Context: an optimization exercise on an open-source flow, tuned for small area and a short achievable clock period. The choices shown serve that exercise and are no tape-out recipe.
Function was checked by simulation only, so behaviour that the tests miss may differ from the original.
No activity file was given, so power comes from the tool's default toggle rates.

// tile_top
module tile_top (
	input  logic                                      clk,
	input  logic                                      reset,
	input  logic                                      i_run,
	input  logic                                      i_cfg_req,
	input  logic [48-1:0]                   i_cfg,
	output logic                                      o_cfg_ack,
	input  logic [4*17-1:0]    i_flit_in,
	output logic [4*17-1:0]    o_flit_out
);
Size: roughly 4200 cells after synthesis, ~990 flip-flops, roughly 190 I/O pins, about 0.047 mm^2 of cells after synthesis.
export LEC_CHECK = 0
export ABC_AREA = 1
export CAP_MARGIN = 20
export CORE_MARGIN = 2
export CORE_UTILIZATION = 65
export CTS_BUF_LIST = sky130_fd_sc_hd__clkbuf_8
export CTS_CLUSTER_DIAMETER = 45
export CTS_CLUSTER_SIZE = 20
export SETUP_SLACK_MARGIN = 3.7
export SLEW_MARGIN = 20
create_clock -name core_clock -period 7.0 [get_ports {clk}]
standard.sh (not shown) runs the stock make flow with config.mk's settings and CLKGATE_MAP_FILE= SYNTH_SCRIPT=/design/flow/synth_recipe.tcl, a recipe that flattens the netlist after the stock synthesis.
==> flow/flow/run.sh <==
#!/bin/bash
# The standard layout, with plain buffers (not delay cells) on the ports.
set -o pipefail
export BUFFER_PORTS_ARGS="-buffer_cell sky130_fd_sc_hd__buf_1"
bash standard.sh finish > standard.log 2>&1
The first run finished with timing, DRC and antenna clean.
Edit:
--- a/flow/config.mk
+++ b/flow/config.mk
@@ -6,5 +6,5 @@
 export NUM_CORES = 4
 export LEC_CHECK = 0
-export ABC_AREA = 1
+export ABC_CLOCK_PERIOD_IN_PS = 3300
 export CAP_MARGIN = 20
 export CORE_MARGIN = 2
@@ -13,4 +13,4 @@
 export CTS_CLUSTER_DIAMETER = 45
 export CTS_CLUSTER_SIZE = 20
-export SETUP_SLACK_MARGIN = 3.7
+export SETUP_SLACK_MARGIN = 4.2
 export SLEW_MARGIN = 20
The new run finished with timing, DRC and antenna clean.
Sequential share of layout area shrinks by 1.9 points.
Sequential power barely changes.
Worst setup slack got worse by 0.080 ns.
Clock-buffer cell count came out higher by 2.
Routed wire length came out higher by a few percent.
Final area climbs by a few percent.
Edit:
--- a/flow/config.mk
+++ b/flow/config.mk
@@ -13,4 +13,4 @@
 export CTS_CLUSTER_DIAMETER = 45
 export CTS_CLUSTER_SIZE = 20
-export SETUP_SLACK_MARGIN = 4.2
+export SETUP_SLACK_MARGIN = 3.45
 export SLEW_MARGIN = 20
Total power came out lower by a little under a tenth.
Cell count drops by a few percent.
Cell area decreases by a few percent.
Non-clock buffer count goes down by 149.
Routed wire length goes down by a little under a tenth.
Die area is unchanged.
Utilization shrinks by 5.4 points.
Edit:
==> flow/flow/run.sh (replaced) <==
#!/bin/bash
# The standard layout, with plain buffers (not delay cells) on the ports.
set -o pipefail
export BUFFER_PORTS_ARGS="-buffer_cell sky130_fd_sc_hd__buf_2"
bash standard.sh finish > standard.log 2>&1
--- a/flow/config.mk
+++ b/flow/config.mk
@@ -9,8 +9,7 @@
 export CAP_MARGIN = 20
 export CORE_MARGIN = 2
-export CORE_UTILIZATION = 65
+export CORE_UTILIZATION = 55
 export CTS_BUF_LIST = sky130_fd_sc_hd__clkbuf_8
-export CTS_CLUSTER_DIAMETER = 45
-export CTS_CLUSTER_SIZE = 20
-export SETUP_SLACK_MARGIN = 3.45
+export CTS_CLUSTER_SIZE = 30
+export SETUP_SLACK_MARGIN = 3.7
 export SLEW_MARGIN = 20
The new run produced a clean layout.
Critical path depth climbs by 1.
Area after synthesis does not change.
Hold slack is worse by 0.0035 ns.
Via count barely changes.
Global-route usage falls by 3.7 points.
Maximum frequency rose by 4.7%.
Die area came out higher by 18%.
Routed wire length climbs by 6.3%.
Sequential power came out higher by about 1%.

* * *

## rev 12
Starting RTL as in the previous note.
==> flow/config.mk <==
export PLATFORM = sky130hd
export DESIGN_NAME = tile_top
export DESIGN_NICKNAME = tile_top
export VERILOG_FILES = /design/flow/design.v
export SDC_FILE = /design/flow/constraint.sdc
export NUM_CORES = 4
export LEC_CHECK = 0
export ABC_CLOCK_PERIOD_IN_PS = 3300
export CAP_MARGIN = 20
export CORE_MARGIN = 2
export CORE_UTILIZATION = 65
export CTS_BUF_LIST = sky130_fd_sc_hd__clkbuf_8
export CTS_CLUSTER_DIAMETER = 45
export CTS_CLUSTER_SIZE = 20
export SETUP_SLACK_MARGIN = 3.7
export SLEW_MARGIN = 20
==> flow/constraint.sdc <==
create_clock -name core_clock -period 7.0 [get_ports {clk}]
set_input_delay 1.4000 -clock core_clock [delete_from_list [all_inputs] [get_ports {clk}]]
set_output_delay 1.4000 -clock core_clock [all_outputs]
set_load 0.01 [all_outputs]
==> flow/flow/run.sh <==
#!/bin/bash
# The standard layout, with plain buffers (not delay cells) on the ports.
set -o pipefail
export BUFFER_PORTS_ARGS="-buffer_cell sky130_fd_sc_hd__buf_1"
bash standard.sh finish > standard.log 2>&1
Rev 12 finished end to end and its layout was clean on timing, DRC and antenna.
The following lists how rev 13 was set up differently from rev 12:
Settings: changing CTS_BUF_LIST from sky130_fd_sc_hd__clkbuf_8 to sky130_fd_sc_hd__clkbuf_16; changing CTS_CLUSTER_SIZE from 20 to 40; changing CTS_CLUSTER_DIAMETER from 45 to 50.
### Flow results
- Cmp rev 13 and rev 12 / critical path's largest stage delay / lower: rev 13
- On number of antenna cells inserted, the lower figure sits with rev 12, not rev 13.
- Of rev 13 and rev 12, rev 12 shows the lower wire length of the first global-routing pass, with rev 13 above it.

==> re-timing with driven ports <==
How much do the figures lean on ideal ports? The routed layouts below were timed once more, with nothing changed but the port constraints. Step 1: set_driving_cell puts a clkbuf_16 on clk and a buf_2 on each other input, an assumption about the parent block. Step 2 adds t to the input delays and takes it off the output delays; t is the mean of the earliest and latest rising clock arrival at the registers after step 1. Input paths then give back, and output paths get back, about the clock's delay inside the block. Slacks: ideal ports / drivers / drivers and shift; pairs: ideal ports / drivers.
| run | t (ns) | slack for setup (ns) | worst hold slack (ns) | worst register clock-pin slew, ns |
|---|---|---|---|---|
| the first run of note 1 | 0.835 | 3.574 / 3.574 / 2.863 | 0.472 / 0.472 / 0.472 | 0.11 / 0.11 |
| the second run of note 1 | 0.800 | 3.494 / 3.510 / 2.709 | 0.468 / 0.468 / 0.468 | 0.11 / 0.11 |
| the third run of note 1 | 0.798 | 3.462 / 3.457 / 2.661 | 0.466 / 0.466 / 0.466 | 0.11 / 0.11 |
| the fourth run of note 1 | 0.877 | 3.620 / 3.620 / 2.767 | 0.463 / 0.463 / 0.463 | 0.07 / 0.07 |
| rev 12 | 0.826 | 3.630 / 3.630 / 2.810 | 0.470 / 0.470 / 0.470 | 0.12 / 0.12 |
| rev 13 | 0.726 | 3.495 / 3.495 / 2.805 | 0.469 / 0.469 / 0.469 | 0.09 / 0.09 |
After both steps setup and hold are still met in every run listed. The setup slack of the fourth run of note 1, which loses most, moves by 0.000 ns with the drivers and by -0.853 ns with both steps.
